From an optimization exercise on the open Yosys and OpenROAD flow, aimed at small area, a short achievable clock period and few clock cycles per item; shortcuts taken in it are not production practice.
At most, simulation tests tie the RTL to the original design; equivalence was not proved.
No activity file was given, so power comes from the tool's default toggle rates.

==> flow/design.v (excerpt) <==
module xmodem_crc_receiver_page_writer (
    input  logic                                clk,
    input  logic                                rst_n,
    input  logic                                cfg_wr_en,
    input  logic [xcrc_pkg::ADDR_BITS-1:0]      cfg_wr_data,
    input  logic                                push,
    output logic                                full,
    input  logic                                in_cmd,
    input  logic [7:0]                          in_byte,
    input  logic                                pop,
    output logic                                empty,
    output logic                                res_word_valid,
    output logic [xcrc_pkg::WORD_ADDR_BITS-1:0] res_word_address,
    output logic [15:0]                         res_word_data,
    output logic [1:0]                          res_reply,
    output logic                                res_transfer_done,
    output logic                                res_last
);
    logic        word_en;
    logic        word_en_next;
    logic [15:0] word_data;
    logic        good;
    logic        reply_push;
    logic        reply_eot_in;
    logic [19:0] frame_addr;
    logic        frame_restart;
    logic        store_near_full;
    logic        show_busy;
    logic        reply_near_store;
    logic [1:0]  reply_count;
    logic        reply_pop;
    logic        reply_eot_out;
    xcrc_front u_front (
        .clk             (clk),
        .rst_n           (rst_n),
        .cfg_wr_en       (cfg_wr_en),
        .cfg_word_addr   (cfg_wr_data[20:1]),
        .push            (push),
        .full            (full),
        .in_cmd          (in_cmd),
        .in_byte         (in_byte),
        .word_en         (word_en),
        .word_en_next    (word_en_next),
        .word_data       (word_data),
        .good            (good),
        .frame_restart   (frame_restart),
        .reply_push      (reply_push),
        .reply_eot       (reply_eot_in),
        .frame_addr      (frame_addr),
        .store_near_full (store_near_full),
        .show_busy       (show_busy),
        .reply_near_store(reply_near_store),
        .reply_count     (reply_count)
    );
    xcrc_cmd_fifo u_reply_q (
        .clk    (clk),
        .rst_n  (rst_n),
        .wr_en  (reply_push),
        .wr_eot (reply_eot_in),
        .rd_en  (reply_pop),
        .rd_eot (reply_eot_out),
  ...
Size: ~1,800 cells after synthesis, roughly 78 I/O pins, roughly 0.039 mm2 of cells after synthesis.
export LEC_CHECK = 0
export CAP_MARGIN = 20
export CORE_MARGIN = 2
export CORE_UTILIZATION = 52
export PLACE_DENSITY = 0.7
export SETUP_SLACK_MARGIN = 2.1
export SLEW_MARGIN = 20
export TNS_END_PERCENT = 5
create_clock -name core_clock -period 4.0 [get_ports {clk}]
standard.sh (not shown) runs the stock make flow with config.mk's settings and CLKGATE_MAP_FILE= SYNTH_SCRIPT=/design/flow/synth_recipe.tcl, a recipe that flattens the netlist after the stock synthesis.
==> flow/flow/run.sh <==
#!/bin/bash
# The standard layout, with plain buffers (sky130_fd_sc_hd__buf_2, resizable within the buf
# footprint) on the ports instead of the default delay-buffer cell, and clock tree synthesis
# without dummy loads and with larger sink clusters.
set -euo pipefail
bash standard.sh finish "BUFFER_PORTS_ARGS=-buffer_cell sky130_fd_sc_hd__buf_2" \
    "CTS_ARGS=-sink_clustering_enable -repair_clock_nets -dont_use_dummy_load -sink_clustering_size 28 -sink_clustering_max_diameter 100" \
    > standard_finish.log 2>&1
Testbench counts at the start, summed over its fixed seeds: cycles 26,118, frames 192.
Rerun with:
==> flow/flow/run.sh (replaced) <==
#!/bin/bash
# The standard layout, with plain buffers (sky130_fd_sc_hd__buf_2, resizable within the buf
# footprint) on the ports instead of the default delay-buffer cell, and clock tree synthesis
# without dummy loads, with clkbuf_8 buffers and larger sink clusters.
set -euo pipefail
bash standard.sh finish "BUFFER_PORTS_ARGS=-buffer_cell sky130_fd_sc_hd__buf_2" \
    "CTS_ARGS=-sink_clustering_enable -repair_clock_nets -dont_use_dummy_load -buf_list {sky130_fd_sc_hd__clkbuf_8 sky130_fd_sc_hd__clkbuf_16} -sink_clustering_size 20 -sink_clustering_max_diameter 80" \
    > standard_finish.log 2>&1
Settings changed: CORE_UTILIZATION 52 to 60, PLACE_DENSITY 0.7 to 0.75.
What happened: The changed run went through all stages and came out clean. Setup slack stays flat. Core utilization went up by 8.9 points. Cell count goes down by 3.0%. Cell area rises by about 1%. Total power rises by about 5.6%. Via count is higher by 2.1%. Combinational power fell by about 3%. Routed wire length grows by about 13%. Hold slack is worse by 0.0052 ns. Critical path depth stays the same.
Rerun with:
==> flow/flow/run.sh (replaced) <==
#!/bin/bash
# The standard layout, with plain buffers (sky130_fd_sc_hd__buf_2, resizable within the buf
# footprint) on the ports instead of the default delay-buffer cell, and clock tree synthesis
# without dummy loads and with larger sink clusters.
set -euo pipefail
bash standard.sh finish "BUFFER_PORTS_ARGS=-buffer_cell sky130_fd_sc_hd__buf_2" \
    "CTS_ARGS=-sink_clustering_enable -repair_clock_nets -dont_use_dummy_load -sink_clustering_size 36 -sink_clustering_max_diameter 60" \
    > standard_finish.log 2>&1
Effect: Final area decreases slightly. Die area is unchanged. Area after synthesis is unchanged. Worst setup slack gets worse by 0.026 ns.
Rerun with:
--- a/flow/flow/run.sh
+++ b/flow/flow/run.sh
@@ -6,3 +6,3 @@
 bash standard.sh finish "BUFFER_PORTS_ARGS=-buffer_cell sky130_fd_sc_hd__buf_2" \
-    "CTS_ARGS=-sink_clustering_enable -repair_clock_nets -dont_use_dummy_load -sink_clustering_size 36 -sink_clustering_max_diameter 60" \
+    "CTS_ARGS=-sink_clustering_enable -repair_clock_nets -dont_use_dummy_load -sink_clustering_size 28 -sink_clustering_max_diameter 100" \
     > standard_finish.log 2>&1
Settings changed: CORE_UTILIZATION 60 to 52, PLACE_DENSITY 0.75 to 0.65, SETUP_SLACK_MARGIN 2.1 to 2.3, TNS_END_PERCENT 5 to 10.
Result:
- first-iteration DRC count climbs by 3.2%
- design area increases by 1.6%
- non-clock buffer count goes up by 45
- hold slack gets better by 0.013 ns
- area after synthesis does not change

---

## build 44
Another version of the RTL of xmodem_crc_receiver_page_writer (not shown whole).
Size: ~1800 cells after synthesis, roughly 1200 flip-flops.
Settings: LEC_CHECK=0, CAP_MARGIN=20, CORE_MARGIN=2, CORE_UTILIZATION=40, CTS_CLUSTER_DIAMETER=100, CTS_CLUSTER_SIZE=28, PLACE_DENSITY=0.6, SETUP_SLACK_MARGIN=2.0, SLEW_MARGIN=20, TNS_END_PERCENT=5; clock period 4.0 ns.
==> flow/flow/run.sh <==
#!/bin/bash
# The standard layout, with plain buffers (sky130_fd_sc_hd__buf_2, resizable within the buf
# footprint) on the ports instead of the default delay-buffer cell.
set -euo pipefail
bash standard.sh finish "BUFFER_PORTS_ARGS=-buffer_cell sky130_fd_sc_hd__buf_2" > standard_finish.log 2>&1
Testbench counts of build 44, summed over its fixed seeds: cycles 26,118, frames 192.
#### Input delta (build 2 over build 44)
==> flow/flow/run.sh <==
#!/bin/bash
# The standard layout, with plain buffers (sky130_fd_sc_hd__buf_2, resizable within the buf
# footprint) on the ports instead of the default delay-buffer cell, and clock tree synthesis
# without dummy loads and with larger sink clusters.
set -euo pipefail
bash standard.sh finish "BUFFER_PORTS_ARGS=-buffer_cell sky130_fd_sc_hd__buf_2" \
    "CTS_ARGS=-sink_clustering_enable -repair_clock_nets -dont_use_dummy_load -sink_clustering_size 28 -sink_clustering_max_diameter 100" \
    > standard_finish.log 2>&1
diff --git a/flow/config.mk b/flow/config.mk
--- a/flow/config.mk
+++ b/flow/config.mk
@@ -8,8 +8,6 @@
 export CAP_MARGIN = 20
 export CORE_MARGIN = 2
-export CORE_UTILIZATION = 40
-export CTS_CLUSTER_DIAMETER = 100
-export CTS_CLUSTER_SIZE = 28
-export PLACE_DENSITY = 0.6
+export CORE_UTILIZATION = 60
+export PLACE_DENSITY = 0.75
 export SETUP_SLACK_MARGIN = 2.0
 export SLEW_MARGIN = 20
Results
Relative to build 44, the fraction of layout instances using a drive strength above 1 of build 2 is lower by 0.85 points.
In build 2, global routing met3 resource utilization is higher than in build 44.
As far as net count of the finished layout is concerned, build 44 and build 2 perform about the same.
Comparing count of clock-net buffers in the final layout for build 44 and build 2, the bigger number came from build 44.
The run showing the greater via count is build 44.
Delta(worst clock skew on the final layout, build 2 - build 44) > 0
For the final design area excluding fillers, build 2 came in 1.6% lower than build 44 did.
Build 44 has a higher signed area change from the synthesized netlist to the final layout than build 2.
Edits applied to the flow inputs when going from build 2 to build 71:
diff --git a/flow/config.mk b/flow/config.mk
--- a/flow/config.mk
+++ b/flow/config.mk
@@ -8,6 +8,6 @@
 export CAP_MARGIN = 20
 export CORE_MARGIN = 2
-export CORE_UTILIZATION = 60
-export PLACE_DENSITY = 0.75
+export CORE_UTILIZATION = 40
+export PLACE_DENSITY = 0.6
 export SETUP_SLACK_MARGIN = 2.0
 export SLEW_MARGIN = 20
Findings:
- Diff build 71..build 2 | sum of internal, switching and leakage power | negligible
- [compare] base=build 2 new=build 71: final setup slack of the worst path down 0.073 ns; portion of total power attributed to the clock network +0.4 points; final area has increased; number of tapcells +408; worst-case hold slack shows a reduction of 0.026 ns.

---

xmodem_crc_receiver_page_writer with an RTL version that a note above also has.
Size: ~1800 cells after synthesis.
Settings: LEC_CHECK=0, CAP_MARGIN=20, CORE_MARGIN=2, CORE_UTILIZATION=60, PLACE_DENSITY=0.75, SETUP_SLACK_MARGIN=2.1, SLEW_MARGIN=20, TNS_END_PERCENT=5; clock period 4.0 ns.
==> flow/flow/run.sh <==
#!/bin/bash
# The standard layout, with plain buffers (sky130_fd_sc_hd__buf_2, resizable within the buf
# footprint) on the ports instead of the default delay-buffer cell, and clock tree synthesis
# without dummy loads and with larger sink clusters.
set -euo pipefail
bash standard.sh finish "BUFFER_PORTS_ARGS=-buffer_cell sky130_fd_sc_hd__buf_2" \
    "CTS_ARGS=-sink_clustering_enable -repair_clock_nets -dont_use_dummy_load -sink_clustering_size 28 -sink_clustering_max_diameter 100" \
    > standard_finish.log 2>&1
Testbench counts at the start, summed over its fixed seeds: cycles 26,118, frames 192.
Edit:
- ABC_CLOCK_PERIOD_IN_PS: unset -> 1800
- CORE_UTILIZATION: 60 -> 52
- PLACE_DENSITY: 0.75 -> 0.7
What happened:
- The changed run went through all stages and came out clean
- fmax barely changes
- routed wire length fell by about 7%
- via count goes down by about 0.5%
- cell area increases by 0.30%
- count of clock-buffer cells in the layout stays the same
- synthesized cell count does not change
Edit:
- ABC_CLOCK_PERIOD_IN_PS: 1800 -> unset
- CORE_UTILIZATION: 52 -> 66
- PLACE_DENSITY: 0.7 -> 0.8
Result: Sequential power is about the same. Power goes up by 0.34%. Sequential share of layout area goes up by 0.58 points. Die area goes down by 21%. Combinational power goes down by about 3%. Worst setup slack is worse by 0.023 ns. Global-route usage goes up by 6.7 points. Clock-buffer cell count does not change. Critical path depth stays the same. Final cell count goes down by 6.7%. Clock skew goes up by 0.040 ns.
Edit:
- ABC_AREA: unset -> 1
- CORE_UTILIZATION: 66 -> 52
- PLACE_DENSITY: 0.8 -> 0.7
=> Final cell count rose by roughly a tenth. Worst setup slack loses 0.015 ns. Core utilization shrinks by 15 points. Sequential power hardly moves. Wire length falls by about a fifth. Area after synthesis rose slightly. Die area is higher by a quarter to a third. Maximum frequency came out lower slightly. Flip-flop and latch count is unchanged. Clock-buffer cell count is unchanged.

---

Another version of the RTL of xmodem_crc_receiver_page_writer (not shown whole).
For scale: roughly 1900 cells after synthesis, about 1200 flip-flops, roughly 78 I/O pins, about 0.039 sq mm of cells after synthesis.
clock: 4.0 ns
lec_check: 0
cap_margin: 20
core_margin: 2
core_utilization: 40
place_density: 0.6
slew_margin: 20
run.sh (not shown) runs the stock make flow with config.mk's settings and CLKGATE_MAP_FILE= SYNTH_SCRIPT=/design/flow/synth_recipe.tcl, a recipe that flattens the netlist after the stock synthesis.
Stock flow here: none of the scripts above is used.
Change:
- SETUP_SLACK_MARGIN: not set -> 1.7
- TNS_END_PERCENT: not set -> 5
Worst hold slack is worse by 0.0097 ns; clock skew stays flat; core utilization came out higher by 0.27 points; clock power hardly moves.
Function was not checked in any run of this note: the RTL went through the layout flow alone.

---

Setup of v6:
xmodem_crc_receiver_page_writer, a different RTL version from the one above (not shown whole).
For scale: ~1700 cells after synthesis, roughly 1200 flip-flops, about 78 I/O pins, about 0.038 sq mm of cells after synthesis.
Settings: LEC_CHECK=0, CAP_MARGIN=20, CORE_MARGIN=2, CORE_UTILIZATION=40, PLACE_DENSITY=0.6, SETUP_SLACK_MARGIN=1.9, SLEW_MARGIN=20, TNS_END_PERCENT=5; clock period 4.0 ns.
standard.sh (not shown) runs the stock make flow with config.mk's settings and CLKGATE_MAP_FILE= SYNTH_SCRIPT=/design/flow/synth_recipe.tcl, a recipe that flattens the netlist after the stock synthesis.
==> flow/flow/run.sh <==
#!/bin/bash
# The standard layout, with plain buffers (sky130_fd_sc_hd__buf_2, resizable within the buf
# footprint) on the ports instead of the default delay-buffer cell.
set -euo pipefail
bash standard.sh finish "BUFFER_PORTS_ARGS=-buffer_cell sky130_fd_sc_hd__buf_2" > standard_finish.log 2>&1
Setup changes, v6 to v7
Settings: SETUP_SLACK_MARGIN now 1.7, was 1.9.
==> flow/run.sh (new file) <==
#!/bin/bash
# synth_recipe.tcl (not shown) runs the flow's synth.tcl, then flattens the netlist and writes it again
# the make line also repeats each setting of config.mk as NAME=value (left out here)
make -C /OpenROAD-flow-scripts/flow DESIGN_CONFIG=/design/flow/config.mk WORK_HOME=/design/flow/orfs CLKGATE_MAP_FILE= SYNTH_SCRIPT=/design/flow/synth_recipe.tcl finish
removed: flow/flow/run.sh
removed: flow/standard.sh
--- outcome ---
- Comparing v6 against v7, there is no change at all in global-route congestion overflow total.
- Summary: with v6 as the reference, post-route cell area in v7 moved up slightly.
- v7: number of non-clock buffers in the layout is about 7% higher than what v6 reported.
- Against v6, v7 reports a signed area change from the synthesized netlist to the final layout that is higher.
- Changes observed in v7 relative to v6: number of antenna diodes +1, worst setup slack increased 0.0064 ns.
- Proportion of power drawn by combinational gates came out higher on v7 than on v6.
- Looking at number of global-route vias before repair, v7 sits 1.4% below v6.
- Between v6 and v7, the flow reports number of buffers inserted during clock tree synthesis increasing slightly.
Function was not checked in any run of this note: the RTL went through the layout flow alone.

[static timing again, ports no longer ideal]
The results above use ideal ports. As a check the final layouts listed here were re-extracted and re-timed, cells and wires unchanged. Step 1 assumes that a clkbuf_16 drives the clock port and a buf_2 every other input. Step 2, shift: input delay + t, output delay - t, t = (earliest + latest rising clock arrival at the registers) / 2. This alone moves slack from input paths to output paths. a / b / c = no drivers / after step 1 / after step 2; a / b = the first two.
run | t (ns) | setup WS [ns] | clock arrival spread, ns | slew at the worst register clock pin (ns) | cell pins on the clock port's net
the first run of note 1 | 0.660 | 1.956 / 1.894 / 1.397 | 0.056 / 0.056 | 0.11 / 0.11 | 1
the second run of note 1 | 0.653 | 1.955 / 1.895 / 1.332 | 0.065 / 0.065 | 0.08 / 0.08 | 1
the third run of note 1 | 0.666 | 1.929 / 1.873 / 1.283 | 0.097 / 0.097 | 0.12 / 0.12 | 1
the fourth run of note 1 | 0.651 | 1.946 / 1.889 / 1.526 | 0.067 / 0.067 | 0.11 / 0.11 | 1
build 44 | 0.678 | 1.827 / 1.765 / 1.538 | 0.053 / 0.053 | 0.11 / 0.11 | 1
build 2 | 0.653 | 1.896 / 1.841 / 1.426 | 0.063 / 0.063 | 0.11 / 0.11 | 1
build 71 | 0.655 | 1.823 / 1.762 / 1.444 | 0.105 / 0.105 | 0.11 / 0.11 | 1
the first run of note 3 | 0.661 | 1.953 / 1.898 / 1.311 | 0.056 / 0.056 | 0.11 / 0.11 | 1
the second run of note 3 | 0.660 | 1.956 / 1.894 / 1.397 | 0.056 / 0.056 | 0.11 / 0.11 | 1
the third run of note 3 | 0.667 | 1.933 / 1.877 / 1.385 | 0.107 / 0.107 | 0.12 / 0.12 | 1
the fourth run of note 3 | 0.660 | 1.918 / 1.859 / 1.315 | 0.058 / 0.058 | 0.11 / 0.11 | 1
the first run of note 4 | 0.726 | 1.177 / 1.177 / 1.015 | 0.026 / 0.025 | 0.07 / 0.07 | 1
the second run of note 4 | 0.726 | 1.518 / 1.455 / 1.067 | 0.027 / 0.027 | 0.07 / 0.07 | 1
v6 | 0.720 | 1.347 / 1.347 / 1.264 | 0.052 / 0.051 | 0.07 / 0.07 | 1
v7 | 0.726 | 1.354 / 1.354 / 1.009 | 0.038 / 0.038 | 0.07 / 0.07 | 1
After both steps every run listed still meets setup and hold. The setup slack of the third run of note 1, which loses most, moves by -0.056 ns with the drivers and by -0.646 ns with both steps.
